This design comes from an exercise in tuning for small area, a short achievable clock period and few clock cycles on the open sky130 flow, not from production work.
No run shown here included a check of the RTL's function; only the layout flow was run.
Power and IR drop assume default switching activity.

==> design/flow/design.v <==
package kt_pkg;
  localparam int unsigned KW_COUNT = 14;
  localparam logic [4:0] KIND_END     = 5'd0;
  localparam logic [4:0] KIND_NUMBER  = 5'd11;
  localparam logic [4:0] KIND_SYMBOL  = 5'd12;
  localparam logic [4:0] KIND_KW_BASE = 5'd13;
  typedef struct packed {
    logic       dig;      
    logic       ltr;      
    logic       idc;      
    logic       has_tok;  
    logic [4:0] kind;     
    logic [2:0] dsplit;   
    logic [5:0] code;     
  } cls_t;
  function automatic cls_t classify(input logic [7:0] ch, input logic eoi);
    cls_t c;
    logic ws;
    c      = '0;
    ws     = (ch == 8'd32) || (ch >= 8'd9 && ch <= 8'd13);
    c.dig  = !eoi && (ch >= "0" && ch <= "9");
    c.ltr  = !eoi && ((ch >= "A" && ch <= "Z") || (ch >= "a" && ch <= "z"));
    c.idc  = c.dig || c.ltr || (!eoi && ch == "_");
    c.has_tok = eoi || !(ws || c.dig || c.ltr);
    c.code = {ch[5] & ~c.ltr, ch[4:0]};
    c.dsplit = {ch[2] | ch[3], ch[3], ch[1] | ch[3]};
    if (!eoi) begin
      case (ch)
        "+":      c.kind = 5'd1;
        "-":      c.kind = 5'd2;
        "^":      c.kind = 5'd3;
        "=":      c.kind = 5'd4;
        "<":      c.kind = 5'd5;
        ">":      c.kind = 5'd6;
        "[", "(": c.kind = 5'd7;
        "]", ")": c.kind = 5'd8;
        ";":      c.kind = 5'd9;
        ":":      c.kind = 5'd10;
        default:  c.kind = KIND_END;
      endcase
    end
    classify = c;
  endfunction
  function automatic logic [3:0] kw_len(input int idx);
    logic [3:0] l;
    case (idx)
      0:       l = 4'd2;
      1:       l = 4'd4;
      2:       l = 4'd5;
      3:       l = 4'd5;
      4:       l = 4'd3;
      5:       l = 4'd9;
      6:       l = 4'd6;
      7:       l = 4'd3;
      8:       l = 4'd3;
      9:       l = 4'd3;
      10:      l = 4'd2;
      11:      l = 4'd7;
      12:      l = 4'd4;
      default: l = 4'd6;
    endcase
    kw_len = l;
  endfunction
  function automatic logic [71:0] kw_text(input int idx);
    logic [71:0] w;
    case (idx)
      0:       w = "IF";
      1:       w = "ELSE";
      2:       w = "WHILE";
      3:       w = "BEGIN";
      4:       w = "END";
      5:       w = "PROCEDURE";
      6:       w = "DEFINE";
      7:       w = "SET";
      8:       w = "AND";
      9:       w = "XOR";
      10:      w = "OR";
      11:      w = "INTEGER";
      12:      w = "CHAR";
      default: w = "RETURN";
    endcase
    kw_text = w;
  endfunction
  function automatic logic [4:0] kw_char(input int idx, input int pos);
    logic [71:0] w;
    w = kw_text(idx);
    kw_char = w[8*(int'(kw_len(idx)) - 1 - pos) +: 5];
  endfunction
endpackage
module kt_ident_mem (
  input  logic        clk_i,
  input  logic        wr_en_i,
  input  logic [5:0]  wr_addr_i,
  input  logic [5:0]  wr_code_i,
  input  logic [7:0]  rd_row_i,     
  input  logic [7:0]  rd_lane_i,    
  output logic [55:0] rd_text_o
);
  logic [5:0] mem_q [64];
  always_ff @(posedge clk_i) begin
    for (int a = 0; a < 64; a++) begin
      if (wr_en_i && wr_addr_i == 6'(a)) begin
        mem_q[a] <= wr_code_i;
      end
    end
  end
  always_comb begin
    rd_text_o = '0;
    for (int l = 0; l < 8; l++) begin
      for (int r = 0; r < 8; r++) begin
        if (rd_row_i[r] && rd_lane_i[l]) begin
          rd_text_o[7*l +: 6] = rd_text_o[7*l +: 6] | mem_q[8*r+l];
        end
      end
      rd_text_o[7*l+6] = rd_lane_i[l] && !rd_text_o[7*l+5];
    end
  end
endmodule
module kt_kw_match (
  input  logic       clk_i,
  input  logic       rst_ni,
  input  logic       upd_i,     
  input  logic [6:0] pos_i,     
  input  logic       let_i,
  input  logic [4:0] ch_i,      
  output logic       hit_o,
  output logic [4:0] kind_o
);
  logic [kt_pkg::KW_COUNT-1:0] cand_q;
  logic [kt_pkg::KW_COUNT-1:0] ok;
  always_comb begin
    for (int i = 0; i < kt_pkg::KW_COUNT; i++) begin
      ok[i] = 1'b0;
      for (int p = 0; p < int'(kt_pkg::kw_len(i)); p++) begin
        if (pos_i == 7'(p) && ch_i == kt_pkg::kw_char(i, p)) ok[i] = let_i;
      end
    end
  end
  always_ff @(posedge clk_i) begin
    if (upd_i) begin
      cand_q <= (cand_q | {kt_pkg::KW_COUNT{pos_i == 7'd0}}) & ok;
    end
  end
  always_comb begin
    hit_o  = 1'b0;
    kind_o = '0;
    for (int i = 0; i < kt_pkg::KW_COUNT; i++) begin
      if (cand_q[i] && pos_i == 7'(kt_pkg::kw_len(i))) begin
        hit_o  = 1'b1;
        kind_o = kind_o | (kt_pkg::KIND_KW_BASE + 5'(i));
      end
    end
  end
endmodule
module kt_out_reg (
  input  logic        clk_i,
  input  logic        rst_ni,
  input  logic        load_i,
  input  logic [4:0]  kind_i,
  input  logic        is_num_i,
  input  logic [6:0]  len_i,
  input  logic        is_chunk_i,
  input  logic [55:0] chunk_i,
  input  logic        last_i,
  output logic        free_o,
  output logic        valid_q_o,
  output logic        is_num_o,
  input  logic        out_ready_i,
  output logic [4:0]  token_kind_o,
  output logic [6:0]  text_length_o,
  output logic        is_chunk_o,
  output logic [63:0] text_chunk_o,
  output logic        last_o
);
  logic        valid_q;
  logic [4:0]  kind_q;
  logic        is_num_q;
  logic [6:0]  len_q;
  logic        is_chunk_q;
  logic [55:0] chunk_q;
  logic        last_q;
  assign free_o      = !valid_q || out_ready_i;
  always_ff @(posedge clk_i or negedge rst_ni) begin
    if (!rst_ni) begin
      valid_q <= 1'b0;
    end else if (free_o) begin
      valid_q <= load_i;
    end
  end
  always_ff @(posedge clk_i) begin
    if (free_o) begin
      kind_q     <= kind_i;
      is_num_q   <= is_num_i;
      len_q      <= len_i;
      is_chunk_q <= is_chunk_i;
      chunk_q    <= chunk_i;
      last_q     <= last_i;
    end
  end
  assign valid_q_o     = valid_q;
  assign is_num_o      = is_num_q;
  assign token_kind_o  = kind_q;
  assign text_length_o = len_q;
  assign is_chunk_o    = is_chunk_q;
  assign last_o        = last_q;
  always_comb begin
    for (int l = 0; l < 8; l++) begin
      text_chunk_o[8*l +: 8] = {1'b0, chunk_q[7*l +: 7]};
    end
  end
endmodule
module kt_pick #(
  parameter int unsigned W = 1
) (
  input  logic         sel_i,
  input  logic [W-1:0] a0_i,
  input  logic [W-1:0] a1_i,
  output logic [W-1:0] y_o
);
  assign y_o = sel_i ? a1_i : a0_i;
endmodule
module keyword_tokenizer_unit (
  input  logic        clk_i,
  input  logic        rst_ni,
  input  logic        in_valid_i,
  output logic        in_ready_o,
  input  logic [7:0]  char_in_i,
  input  logic        end_of_input_i,
  output logic        out_valid_o,
  input  logic        out_ready_i,
  output logic [4:0]  token_kind_o,
  output logic [31:0] number_value_o,
  output logic [6:0]  text_length_o,
  output logic        is_chunk_o,
  output logic [63:0] text_chunk_o,
  output logic        last_o
);
  logic         rdy_q;
  logic         ir_v_q, sk_v_q;
  logic [8:0]   sk_q;           
  kt_pkg::cls_t ir_q;           
  logic [8:0]   ir_src;
  logic         consume;
  logic         in_fire, ir_free, sk_v_d;
  assign ir_src     = sk_v_q ? sk_q : {end_of_input_i, char_in_i};
  assign in_ready_o = rdy_q;
  assign in_fire    = in_valid_i && rdy_q;
  assign ir_free    = !ir_v_q || consume;
  assign sk_v_d     = !ir_free && (sk_v_q || in_fire);
  always_ff @(posedge clk_i or negedge rst_ni) begin
    if (!rst_ni) begin
      rdy_q  <= 1'b1;
      ir_v_q <= 1'b0;
      sk_v_q <= 1'b0;
    end else begin
      rdy_q  <= !sk_v_d;
      ir_v_q <= !ir_free || sk_v_q || in_fire;
      sk_v_q <= sk_v_d;
    end
  end
  always_ff @(posedge clk_i) begin
    if (rdy_q) sk_q <= {end_of_input_i, char_in_i};
    if (ir_free) ir_q <= kt_pkg::classify(ir_src[7:0], ir_src[8]);
  end
  logic        m_num_q, m_id_q;    
  logic [31:0] acc_q;              
  logic [6:0]  len_q;              
  logic [2:0]  base_q;             
  logic [2:0]  wrp_q;              
  logic        sq_ch_q;            
  logic [2:0]  sq_row_q;           
  logic [2:0]  sq_lrow_q;          
  logic [2:0]  sq_llane_q;         
  logic        sq_own_q;           
  logic [4:0]  sq_kind_q;
  logic        sl_v_q;             
  logic [4:0]  sl_kind_q;
  kt_pkg::cls_t cls;
  assign cls = ir_q;
  logic out_free, o_valid, o_is_num, o_is_chunk;
  logic [7:0]  n_row, n_lane;
  logic [55:0] n_chunk;
  logic kw_hit;
  logic [4:0] kw_kind;
  logic cont_num, cont_id, cont, pend, need_out, sym;
  logic end_only, start_id, start_num;
  logic sq_idle;
  logic wr_ok, act, lex_emit, wr_en;
  logic [2:0] wr_row;
  assign cont_num  = m_num_q && cls.dig;
  assign cont_id   = m_id_q && cls.idc && !len_q[6];
  assign cont      = cont_num || cont_id;
  assign pend      = m_num_q || m_id_q;
  assign need_out  = !cont && (pend || cls.has_tok);
  assign sym       = m_id_q && !kw_hit;
  assign end_only  = m_id_q && !cont && cls.ltr;    
  assign start_id  = !m_id_q && cls.ltr;
  assign start_num = !cont && cls.dig;
  assign sq_idle   = !sq_ch_q && !sq_own_q && !sl_v_q;
  logic [7:0] blk_q;
  logic [7:0] wrow_q;              
  assign wr_row = wrp_q;
  assign wr_ok  = !(|(blk_q & wrow_q));
  logic [1:0] act_r, lex_emit_r, wr_en_r, sq_emit_r, acc_we_r, enq_r;
  logic       lone;
  assign lone = !cont && !pend && cls.has_tok;
  for (genvar r = 0; r < 2; r++) begin : g_rdy
    logic free_r, can_out_r, num_shown_r;
    assign free_r      = !o_valid || (r == 1);
    assign can_out_r   = free_r && sq_idle;
    assign num_shown_r = o_valid && o_is_num && (r == 0);
    assign lex_emit_r[r] = ir_v_q && need_out && can_out_r;
    assign wr_en_r[r]    = ir_v_q && ((cont_id && wr_ok) ||
                                      (start_id && (need_out ? can_out_r : wr_ok)));
    assign sq_emit_r[r]  = free_r && !sq_idle;
    assign enq_r[r]      = ir_v_q && lone && !can_out_r && !sl_v_q;
    assign acc_we_r[r]   = ir_v_q && cls.dig && !cont_id && !num_shown_r;
    always_comb begin
      act_r[r] = 1'b0;
      if (ir_v_q) begin
        if (cont_num)       act_r[r] = !num_shown_r;
        else if (cont_id)   act_r[r] = wr_ok;
        else if (lone)      act_r[r] = can_out_r || !sl_v_q;
        else if (need_out)  act_r[r] = can_out_r;
        else if (start_id)  act_r[r] = wr_ok;
        else if (start_num) act_r[r] = !num_shown_r;
        else                act_r[r] = 1'b1;
      end
    end
  end
  logic acc_we, sq_emit, enq;
  kt_pick #(.W(6)) u_pick (
    .sel_i (out_ready_i),
    .a0_i  ({act_r[0], lex_emit_r[0], wr_en_r[0], sq_emit_r[0], acc_we_r[0], enq_r[0]}),
    .a1_i  ({act_r[1], lex_emit_r[1], wr_en_r[1], sq_emit_r[1], acc_we_r[1], enq_r[1]}),
    .y_o   ({act, lex_emit, wr_en, sq_emit, acc_we, enq})
  );
  assign consume  = act && !end_only;
  always_ff @(posedge clk_i or negedge rst_ni) begin
    if (!rst_ni) begin
      m_num_q <= 1'b0;
      m_id_q  <= 1'b0;
      len_q   <= '0;
    end else if (act) begin
      if (!cont) begin
        m_num_q <= start_num;
        m_id_q  <= start_id;
      end
      if (wr_en)       len_q <= len_q + 7'd1;
      else if (!cont)  len_q <= '0;
    end
  end
  logic [30:0] acc_x5, ax_a, ax_b;
  logic [31:0] ax_g [6];
  logic [31:0] ax_p [6];
  always_comb begin
    ax_a     = acc_q[30:0];
    ax_b     = {acc_q[28:0], cls.dsplit[2:1]};
    ax_g[0]  = {ax_a & ax_b, cls.dsplit[0]};
    ax_p[0]  = {ax_a ^ ax_b, 1'b0};
    for (int l = 0; l < 5; l++) begin
      for (int i = 0; i < 32; i++) begin
        if (i >= (1 << l)) begin
          ax_g[l+1][i] = ax_g[l][i] | (ax_p[l][i] & ax_g[l][i - (1 << l)]);
          ax_p[l+1][i] = ax_p[l][i] & ax_p[l][i - (1 << l)];
        end else begin
          ax_g[l+1][i] = ax_g[l][i];
          ax_p[l+1][i] = ax_p[l][i];
        end
      end
    end
    acc_x5 = ax_p[0][31:1] ^ ax_g[5][30:0];
  end
  always_ff @(posedge clk_i) begin
    if (acc_we) begin
      acc_q <= m_num_q ? {acc_x5, cls.code[0]} : {28'd0, cls.code[3:0]};
    end
  end
  always_ff @(posedge clk_i or negedge rst_ni) begin
    if (!rst_ni) begin
      wrp_q  <= '0;
      wrow_q <= 8'd1;
      base_q <= '0;
    end else if (wr_en) begin
      if (len_q[2:0] == 3'd7) begin
        wrp_q  <= wrp_q + 3'd1;
        wrow_q <= {wrow_q[6:0], wrow_q[7]};
      end
    end else if (act && !cont && m_id_q) begin
      wrp_q  <= sym ? lrow + 3'd1 : base_q;
      wrow_q <= 8'(1) << (sym ? lrow + 3'd1 : base_q);
      if (sym) base_q <= lrow + 3'd1;
    end
  end
  logic       w_v_q;
  logic [5:0] w_addr_q, w_code_q;
  always_ff @(posedge clk_i or negedge rst_ni) begin
    if (!rst_ni) begin
      w_v_q <= 1'b0;
    end else begin
      w_v_q <= wr_en;
    end
  end
  always_ff @(posedge clk_i) begin
    w_addr_q <= {wrp_q, len_q[2:0]};
    w_code_q <= cls.code;
  end
  logic sq_lastc;
  logic [6:0] len_m1;
  logic [2:0] lrow;
  assign sq_lastc = (sq_row_q == sq_lrow_q);
  assign len_m1   = len_q - 7'd1;
  assign lrow     = wrp_q - {2'b00, len_q[2:0] == 3'd0};
  always_ff @(posedge clk_i or negedge rst_ni) begin
    if (!rst_ni) begin
      sq_ch_q  <= 1'b0;
      sq_own_q <= 1'b0;
    end else if (lex_emit) begin
      sq_ch_q  <= sym;
      sq_own_q <= pend && cls.has_tok;
    end else if (sq_emit) begin
      if (sq_ch_q)       sq_ch_q <= !sq_lastc;
      else if (sq_own_q) sq_own_q <= 1'b0;
    end
  end
  always_ff @(posedge clk_i or negedge rst_ni) begin
    if (!rst_ni) begin
      sl_v_q <= 1'b0;
    end else if (enq) begin
      sl_v_q <= 1'b1;
    end else if (sq_emit && !sq_ch_q && !sq_own_q) begin
      sl_v_q <= 1'b0;
    end
  end
  always_ff @(posedge clk_i) begin
    if (enq) sl_kind_q <= cls.kind;
  end
  always_ff @(posedge clk_i) begin
    if (lex_emit) begin
      sq_row_q   <= base_q;
      sq_lrow_q  <= lrow;
      sq_llane_q <= len_m1[2:0];
      sq_kind_q  <= cls.kind;
    end else if (sq_emit && sq_ch_q) begin
      sq_row_q <= sq_row_q + 3'd1;
    end
  end
  always_ff @(posedge clk_i or negedge rst_ni) begin
    if (!rst_ni) begin
      blk_q <= '0;
    end else if (lex_emit && sym) begin
      for (int r = 0; r < 8; r++) begin
        blk_q[r] <= 3'(3'(r) - base_q) <= len_m1[5:3];
      end
    end else if (sq_emit && sq_ch_q) begin
      blk_q <= blk_q & ~n_row;
    end
  end
  kt_ident_mem u_mem (
    .clk_i     (clk_i),
    .wr_en_i   (w_v_q),
    .wr_addr_i (w_addr_q),
    .wr_code_i (w_code_q),
    .rd_row_i  (n_row),
    .rd_lane_i (n_lane),
    .rd_text_o (n_chunk)
  );
  kt_kw_match u_kw (
    .clk_i  (clk_i),
    .rst_ni (rst_ni),
    .upd_i  (wr_en),
    .pos_i  (len_q),
    .let_i  (cls.ltr),
    .ch_i   (cls.code[4:0]),
    .hit_o  (kw_hit),
    .kind_o (kw_kind)
  );
  logic [4:0]  n_kind;
  logic        n_is_num;
  logic [6:0]  n_len;
  logic        n_is_chunk;
  logic        n_last;
  always_comb begin
    n_kind     = '0;
    n_is_num   = 1'b0;
    n_len      = '0;
    n_is_chunk = 1'b0;
    n_row      = '0;
    n_lane     = '0;
    n_last     = 1'b1;
    if (sq_idle) begin
      n_last = !sym && !(pend && cls.has_tok);
      if (m_num_q) begin
        n_kind   = kt_pkg::KIND_NUMBER;
        n_is_num = 1'b1;
      end else if (m_id_q) begin
        if (kw_hit) begin
          n_kind = kw_kind;
        end else begin
          n_kind = kt_pkg::KIND_SYMBOL;
          n_len  = len_q;
        end
      end else begin
        n_kind = cls.kind;
      end
    end else if (sq_ch_q) begin
      n_kind     = kt_pkg::KIND_SYMBOL;
      n_is_chunk = 1'b1;
      n_last     = sq_lastc && !sq_own_q;
      n_row      = 8'(1) << sq_row_q;
      n_lane     = '1;
      for (int l = 0; l < 8; l++) begin
        n_lane[l] = !sq_lastc || 3'(l) <= sq_llane_q;
      end
    end else if (sq_own_q) begin
      n_kind = sq_kind_q;
    end else begin
      n_kind = sl_kind_q;
    end
  end
  kt_out_reg u_out (
    .clk_i         (clk_i),
    .rst_ni        (rst_ni),
    .load_i        (lex_emit || sq_emit),
    .kind_i        (n_kind),
    .is_num_i      (n_is_num),
    .len_i         (n_len),
    .is_chunk_i    (n_is_chunk),
    .chunk_i       (n_chunk),
    .last_i        (n_last),
    .free_o        (out_free),
    .valid_q_o     (o_valid),
    .is_num_o      (o_is_num),
    .out_ready_i   (out_ready_i),
    .token_kind_o  (token_kind_o),
    .text_length_o (text_length_o),
    .is_chunk_o    (o_is_chunk),
    .text_chunk_o  (text_chunk_o),
    .last_o        (last_o)
  );
  assign out_valid_o    = o_valid;
  assign is_chunk_o     = o_is_chunk;
  assign number_value_o = acc_q & {32{o_is_num}};
endmodule
==> design/flow/flow/run.sh <==
#!/bin/bash
# Standard layout, with the port buffers made from plain buffers (buf_2) instead of the
# delay cell buffer_ports picks by default. Each tool's output goes to its own log here.
set -euo pipefail
bash standard.sh "BUFFER_PORTS_ARGS=-buffer_cell sky130_fd_sc_hd__buf_2" finish > standard.log 2>&1
==> design/flow/standard.sh <==
#!/bin/bash
# synth_recipe.tcl (not shown) runs the flow's synth.tcl, then flattens the netlist and writes it again
# the make line also repeats each setting of config.mk as NAME=value (left out here)
make -C /OpenROAD-flow-scripts/flow DESIGN_CONFIG=/design/flow/config.mk WORK_HOME=/design/flow/orfs CLKGATE_MAP_FILE= SYNTH_SCRIPT=/design/flow/synth_recipe.tcl "${@:-finish}"
==> design/flow/config.mk <==
export PLATFORM = sky130hd
export DESIGN_NAME = keyword_tokenizer_unit
export DESIGN_NICKNAME = keyword_tokenizer_unit
export VERILOG_FILES = /design/flow/design.v
export SDC_FILE = /design/flow/constraint.sdc
export NUM_CORES = 4
export LEC_CHECK = 0
export ABC_CLOCK_PERIOD_IN_PS = 2500
export CAP_MARGIN = 20
export CORE_MARGIN = 2
export CORE_UTILIZATION = 40
export CTS_BUF_LIST = sky130_fd_sc_hd__clkbuf_16
export CTS_CLUSTER_DIAMETER = 60
export CTS_CLUSTER_SIZE = 24
export SETUP_SLACK_MARGIN = 4.0
export SLEW_MARGIN = 20
export SYNTH_HIERARCHICAL = 1
export SYNTH_MINIMUM_KEEP_SIZE = 0
==> design/flow/constraint.sdc <==
create_clock -name core_clock -period 7.0 [get_ports {clk_i}]
set_input_delay 1.4000 -clock core_clock [delete_from_list [all_inputs] [get_ports {clk_i}]]
set_output_delay 1.4000 -clock core_clock [all_outputs]
set_load 0.01 [all_outputs]
==> summary.md, run 1 <==
| Metric | Value |
|---|---|
| Syn avg cell area | `13.4 um^2` |
| Die W | `261 um` |
| Ys async rst share | `6.57%` |
| Final core occ | `45.1%` |
| First drt pass iteration count | `5` |
| Crit path DAT | `3.20 ns` |
| Largest family of logic cells by synthesized area | `compound AO/OA/AOI/OAI gates` |
| FF-to-FF setup slack | `4.06 ns` |
| Xor/xnor cell area share of the yosys netlist | `0.962%` |
| Iter 0 DRT Violations | `1698` |
| Clock transition at path regs | `0.09 ns` |
| Routed WL | `66.9 mm` |
| Wire length of the first global-routing pass | `101 mm` |
| Layout Nets | `2135` |
| Area delta synth->final | `11.9%` |
| Synthesis Warnings | `13` |
| Worst hold path type | `reg2reg` |
| Leak | `9.99 nW` |
| Synth Area in Simple Gates | `10.6%` |
| Adder-cell share of the synthesized area | `2.92%` |
| CORE AREA | `0.0655 mm^2` |
| TritonCTS clock tree | `done` |
| Total GRT Usage | `19.3%` |
| Worst-Margin Slew | `1.11 ns` |
| Initial antenna violation count | `2` |
| Gpl congestion | `0.888` |
| F_max | `0.340 GHz` |
| Row count | `94` |
| Number of max-slew violations in the final report | `0` |
| Yosys reg bits | `594` |
| Synth Area in Compound Gates | `14.6%` |
| RSZ-0062 raised after global routing | `no` |
| Fin area | `0.0296 mm^2` |
| Fin crit period | `2.94 ns` |
| Routed vias | `17200` |
| Initial core utilization | `40.3%` |
| Pwr/cell area | `434 mW/mm^2` |
| Top FF cell, synth | `edfxtp_1` |
| Final hold vios | `0` |
| Clock Sinks | `594` |
| Critical Path Sink Type | `register` |
| Syn Inst Count | `1966` |
| Largest net degree at the start of global routing | `65` |
| H-tree depth | `2` |
| Hold-fix buffers, CTS | `0` |
| Register area share after synthesis | `66.4%` |
| Layout cell share with drive strength beyond 1 | `16.1%` |
| Antenna Violating Nets Remaining | `0` |
| Setup TNS | `0 ns` |
| Vias in the first global route | `16700` |
| Root Driver | `clkbuf_16` |
| Post-synth EDFFs | `543` |
| Total die area | `0.0681 mm^2` |
| Max Cap Violations | `0` |
| Overflow left after global routing | `0` |
| Most frequent cells in the layout | `543 x edfxtp_1, 175 x a22oi_1, 149 x nor2_1` |
| Outcome | `no timing/DRC/antenna violations` |
| Post-route DRC | `0` |
| Netlist cell types | `99` |
| Crit start category | `register` |
| Worst-Skew Late Latency | `0.60 ns` |
| Post-synthesis mux area share | `1.50%` |
| Setup violators final | `0` |
| Commonest non-fill, non-tap cell in the layout | `edfxtp_1` |
| Worst Clk Skew | `0.0423 ns` |
| Tcrit/Tclk final | `42.0%` |
| Final Hold Slack | `0.434 ns` |
| I/O Pins | `125` |
| Worst setup path class | `reg2reg` |
| CTS Buf Count | `43` |
| CP Max Fanout | `8` |
| Detail Placement HPWL | `42.0 mm` |
| Required @ worst endpoint | `7.26 ns` |
| Placed cell areas | `0.0277 mm^2` |
| Max_slew headroom | `25.5%` |
| FILL cells | `5848` |
| Mapped cell area | `0.0264 mm^2` |
| IO Port Bufs | `116` |
| DR WL/cell | `22.7 um` |
| Worst vdd ir | `0.266 mV` |
| Die height | `261 um` |
| Vias per cell | `5.81` |
| CTS Buffer Depth | `3` |
area by class of cell:
| type | count | area (um^2) | area share (%) |
|---|---|---|---|
| inverter | 59 | 221 | 0.749 |
| clock buffer | 44 | 1100 | 3.72 |
| sequential | 594 | 17600 | 59.4 |
| timing repair buffer | 154 | 908 | 3.07 |
| clock inverter | 29 | 434 | 1.47 |
| tap | 864 | 1080 | 3.66 |
| antenna | 1 | 2.50 | 0.00846 |
| multi-input combinational | 1209 | 8260 | 27.9 |
power breakdown:
part / internal, mW / leakage, nW / switching, mW / total [mW]
Sequential: 4.91 / 5.65 / 0.666 / 5.57
Combinational: 1.66 / 3.60 / 2.93 / 4.59
Clock: 1.29 / 0.742 / 1.39 / 2.67
cells in the mapped netlist (11+ instances only):
cell      count  share of area, %
dfrtp_1      37               3.5
nor3_1       28              0.53
a21oi_1      75               1.4
a22o_1       17              0.56
nand2_1     116               1.6
mux2i_1      19              0.72
nor4_1       13              0.31
buf_4        11              0.31
edfxtp_1    543                62
dfxtp_1      12              0.91
o21ai_0      54               1.0
o21a_1       16              0.45
a41oi_1      40               1.3
a22oi_1     175               5.0
nand2b_1     20              0.47
inv_1        59              0.84
xnor2_1      19              0.63
nor2b_1      23              0.54
nand4_1      23              0.54
and3_1       22              0.52
nor2_1      151               2.1
and2_1       49               1.2
a221oi_1     15              0.50
a31oi_1      21              0.50
buf_2        56               1.1
nand3_1      46              0.87
ha_1         60               2.8
clkbuf_1     33              0.47
a21o_1       14              0.40
metal layers:
layer | part of all wire (%) | vias to the layer above | track usage (%)
met5 | 0 | - | 0
met4 | 1.7 | 0 | 4.35
met3 | 6.3 | 88 | 2.72
met2 | 48 | 619 | 32.0
met1 | 44 | 8617 | 27.1
li1 | - | 7828 | -
modules after synthesis (local to each module, per instance), excerpt:
module	cells inside	area [um^2]
kt_ident_mem	775	14100
keyword_tokenizer_unit	905	8380
kt_out_reg	83	2240
kt_kw_match	196	1580
state kept, by name (all words and copies together) (netlist names), 3 cells and up:
name and cells:
u_mem.mem_q 384, u_out.chunk_q 56, acc_q 32, ir_q 16
u_kw.cand_q 14, sk_q 9, blk_q 8, wrow_q 8
len_q 7, u_out.len_q 7, w_addr_q 6, w_code_q 6
u_out.kind_q 5, sl_kind_q 4, sq_kind_q 4, base_q 3
sq_llane_q 3, sq_lrow_q 3, sq_row_q 3, wrp_q 3
worst paths after layout:
check                      cells past startpoint   startpoint                end
min in group asynchronous                      1       rst_ni           blk_q[0]
hold / removal                                 0      ir_q[5]        w_code_q[5]
hold reg to reg                                0      ir_q[5]        w_code_q[5]
setup / recovery                               6  sq_row_q[2]  u_out.chunk_q[37]
setup reg to reg                               6  sq_row_q[2]  u_out.chunk_q[37]
max in group asynchronous                      1       rst_ni           len_q[1]
cell families after synthesis:
group,after synthesis
AOI/OAI and AO/OA,527
xor gates and xnor gates,29
adders and majority gates,61
buffers and inverters,171
DFF,594
muxes,35
other,1
and+or+nand+nor,548
stage by stage:
step / power (mW) / cells / worst slack [ns]
floorplan: 8.50 / 1973 / 4.06
global placement: 9.86 / 2856 / 3.51
detailed placement: 9.95 / 2856 / 3.39
CTS: 12.7 / 2937 / 4.02
global route: 13.6 / 2954 / 4.01
finish: 12.8 / 2954 / 4.06
timing repair:
item,4_1_cts,5_1_grt
endpoints found under the hold margin,0,0
pin swaps,3,3
gates cloned,0,1
endpoints found under the setup margin,89,48
buffers inserted,8,14
resized for setup,20,25
worst max-delay path: stages, from the launching register on:
cell      delay [ns]
edfxtp_1        0.53
xnor2_1         0.20
nand3_1         0.27
o21ai_0         0.95
nor2_1          0.20
inv_1           0.28
a41oi_1         0.17
==> run 2: changes to the inputs <==
--- a/design/flow/config.mk
+++ b/design/flow/config.mk
@@ -12,7 +12,7 @@
 export CTS_BUF_LIST = sky130_fd_sc_hd__clkbuf_16
 export CTS_CLUSTER_DIAMETER = 60
 export CTS_CLUSTER_SIZE = 24
-export SETUP_SLACK_MARGIN = 4.0
+export SETUP_SLACK_MARGIN = 4.4
 export SLEW_MARGIN = 20
 export SYNTH_HIERARCHICAL = 1
 export SYNTH_MINIMUM_KEEP_SIZE = 0
==> run 2 against run 1 <==
- combinational power grew 19%
- via count increased by 3.3%
- cell count rose by 2.9%
- largest power group unchanged
- clock skew decreased by 0.0053 ns
- worst setup slack got worse by 0.029 ns
- hold slack better by 0.0020 ns
- design area grew 4.7%
- core utilization is 2.1 points higher
- sequential share of layout area fell by 2.6 points
- critical endpoint is now number_value_o[1]
- sequential power shrank 2%
- area after synthesis stayed put
==> summary.md, run 2 <==
| Metric | Value |
|---|---|
| Area delta synth->final | `17.2%` |
| I/O Pins | `125` |
| Layout Nets | `2210` |
| Final core occ | `47.2%` |
| Biggest regs | `u_mem.mem_q: 384 flops, u_out.chunk_q: 56 flops, acc_q: 32 flops` |
| IO Port Bufs | `116` |
| Max FFs per register | `384` |
| CTS Buf Count | `46` |
| Netlist cell types | `99` |
| Register area share after synthesis | `66.4%` |
| CTS Buffer Depth | `3` |
| Worst-Margin Slew | `0.969 ns` |
| Routed WL | `69.1 mm` |
| Clock Sinks | `594` |
| Post-synth EDFFs | `543` |
| Top FF cell, synth | `edfxtp_1` |
| Ys async rst share | `6.57%` |
| Most Used Layer, Global Route | `met2` |
| Vias in the first global route | `17200` |
| Row count | `94` |
| H-tree depth | `2` |
| Most frequent cells in the layout | `543 x edfxtp_1, 173 x a22oi_1, 145 x nor2_1` |
| Iter 0 DRT Violations | `1745` |
| Number of max-slew violations in the final report | `0` |
| Commonest non-fill, non-tap cell in the layout | `edfxtp_1` |
| Required @ worst endpoint | `5.60 ns` |
| Cell accounting for the most synthesized area | `edfxtp_1` |
| Worst setup path class | `reg2out` |
| Final hold vios | `0` |
| Syn avg cell area | `13.4 um^2` |
| Initial antenna violation count | `1` |
| Synthesis Warnings | `13` |
| Top cell type's share of synthesized area | `61.7%` |
| Hold-fix buffers, CTS | `0` |
| F_max | `0.337 GHz` |
| Vias per cell | `5.83` |
| Initial core utilization | `40.3%` |
| Outcome | `no timing/DRC/antenna violations` |
| Leak | `10.6 nW` |
| Overflow left after global routing | `0` |
| Reg area | `0.0176 mm^2` |
| Die height | `261 um` |
| Setup TNS | `0 ns` |
| Total GRT Usage | `19.8%` |
| Synth top area cells | `edfxtp_1 62%, a22oi_1 5.0%, dfrtp_1 3.5%, ha_1 2.8%, nor2_1 2.1%` |
| Crit start category | `register` |
| FILL cells | `5701` |
| Setup violators final | `0` |
| List of most frequent post-synthesis cells | `543 x edfxtp_1, 175 x a22oi_1, 151 x nor2_1` |
| CORE AREA | `0.0655 mm^2` |
| Max Cap Violations | `0` |
| Tcrit/Tclk final | `42.4%` |
| Total die area | `0.0681 mm^2` |
| Worst Clk Skew | `0.0370 ns` |
| Met3 Use GR | `2.89%` |
| Layout cell share with drive strength beyond 1 | `22.8%` |
| Register bank with the most flops | `u_mem.mem_q` |
| DR WL/cell | `22.7 um` |
| Gpl congestion | `0.899` |
| Top-count cell post-synth | `edfxtp_1` |
| Detail Placement HPWL | `42.4 mm` |
| Final Hold Slack | `0.436 ns` |
| Max_slew headroom | `35.2%` |
| Antenna Violating Nets Remaining | `0` |
| Syn Inst Count | `1966` |
| First drt pass iteration count | `5` |
| Dpl ws | `3.35 ns` |
| Routed vias | `17700` |
| Fin crit period | `2.97 ns` |
| Critical Path Sink Type | `output port` |
| Yosys reg bits | `594` |
| Post-route DRC | `0` |
| Die W | `261 um` |
| Worst vdd ir | `0.262 mV` |
| Wire length of the first global-routing pass | `104 mm` |
| CP Max Fanout | `17` |
| Worst Slack Setup Final | `4.03 ns` |
| Met2 usage | `33.6%` |
| Met1 usage | `27.0%` |
| Crit path DAT | `1.57 ns` |
| Worst hold path type | `reg2reg` |
| Multi-input logic area | `0.00884 mm^2` |
| RSZ-0062 raised after global routing | `yes` |
| Largest net degree at the start of global routing | `65` |
| Root Driver | `clkbuf_16` |
| Mapped cell area | `0.0264 mm^2` |
| TritonCTS clock tree | `done` |
| Pwr/cell area | `447 mW/mm^2` |
| Clock transition at path regs | `0.09 ns` |
| Worst-Skew Late Latency | `0.62 ns` |
run 2: cell counts after synthesis:
No cell type changed its count.
run 2: kinds of logic (layout without fill, tap and decap cells):
group           Yosys count  after routing  share of synthesized area, %
compound gates          527            528                          14.6
xor+xnor                 29             29                         0.962
fa+ha+maj                61             61                          2.92
buf+inv                 171            365                          3.04
flops                   594            594                          66.4
mux                      35             37                          1.50
other cells               1              9                        0.0142
simple gates            548            552                          10.6
run 2: modules after synthesis (local to each module, per instance), excerpt:
| module | area [um^2] | flops+latches | cells inside | times used |
|---|---|---|---|---|
| kt_ident_mem | 14100 | 384 | 775 | 1 |
| keyword_tokenizer_unit | 8380 | 124 | 905 | 1 |
| kt_kw_match | 1580 | 14 | 196 | 1 |
| kt_out_reg | 2240 | 72 | 83 | 1 |
run 2: worst max-delay path, cell delays in order, from the launching register on:
cell and delay, ns:
edfxtp_1 0.45, buf_12 0.18, and2_1 0.16, buf_2 0.15
run 2: repair_timing:
action                                 CTS  global route
cloned                                   4             3
setup endpoints to repair              198           203
pin swaps                               22            28
resized for setup                       82            94
setup buffers                           56            31
endpoints found under the hold margin    0             0
run 2: final cells by class:
cell class	count	share of cell area [%]
sequential	594	56.7
multi-input combinational	1215	28.6
timing repair buffer	220	4.83
clock buffer	48	3.88
tap	864	3.49
clock inverter	38	1.74
inverter	59	0.728
antenna	1	0.00809
run 2: report_power, final:
group	internal (mW)	leakage [nW]	switching, mW
Combinational	2.08	4.09	3.37
Clock	1.43	0.838	1.51
Sequential	4.90	5.64	0.546
Total	8.41	10.6	5.42
run 2: worst paths after layout:
| path | startpoint | to | slack [ns] | cells after the start |
|---|---|---|---|---|
| worst max-delay path | u_out.is_num_q | number_value_o[1] | 4.03 | 3 |
| worst min-delay path | ir_q[5] | w_code_q[5] | 0.44 | 0 |
| worst max register to register | len_q[5] | wrow_q[5] | 4.31 | 10 |
| worst min register to register | ir_q[5] | w_code_q[5] | 0.44 | 0 |
| max in group asynchronous | rst_ni | len_q[0] | 5.69 | 2 |
| min in group asynchronous | rst_ni | ir_v_q | 0.85 | 2 |
run 2: per-stage QoR:
step                cells  total power [mW]  cell area [um^2]
floorplan            1973              8.59             26600
global placement     2858              9.91             27800
detailed placement   2858              10.0             27800
CTS                  3004              13.4             30300
global route         3039              14.6             30900
finish               3039              13.8             30900
run 2: layer usage:
metal,up-vias,wire length [um]
li1,8018,-
met5,-,0
met2,690,33900
met4,0,1580
met1,8883,29600
met3,121,4100

## separate check: timing with driven ports
No port has a modelled driver above. Below, the same layouts with a new extraction and two added sets of constraints.
Step 1: set_driving_cell puts a clkbuf_16 on clk_i and a buf_2 on each other input, an assumption about the parent block.
Step 2 adds t to the input delays and takes it off the output delays; t is the mean of the earliest and latest rising clock arrival at the registers after step 1. Input paths then give back, and output paths get back, about the clock's delay inside the block.
Three values: ideal, step 1, step 2; two values: the first two.
run	t, ns	setup slack, ns	worst hold slack (ns)	worst slew at a driven data input, ns	pins driven straight from the clock port
run 1	0.631	4.061 / 4.010 / 3.695	0.434 / 0.434 / 0.434	0.08	1
run 2	0.659	4.032 / 3.976 / 3.781	0.436 / 0.436 / 0.436	0.09	1
After both steps setup and hold are still met in every run listed. For run 1, which loses most, drivers alone change the setup slack by -0.051 ns; drivers and shift together by -0.366 ns.
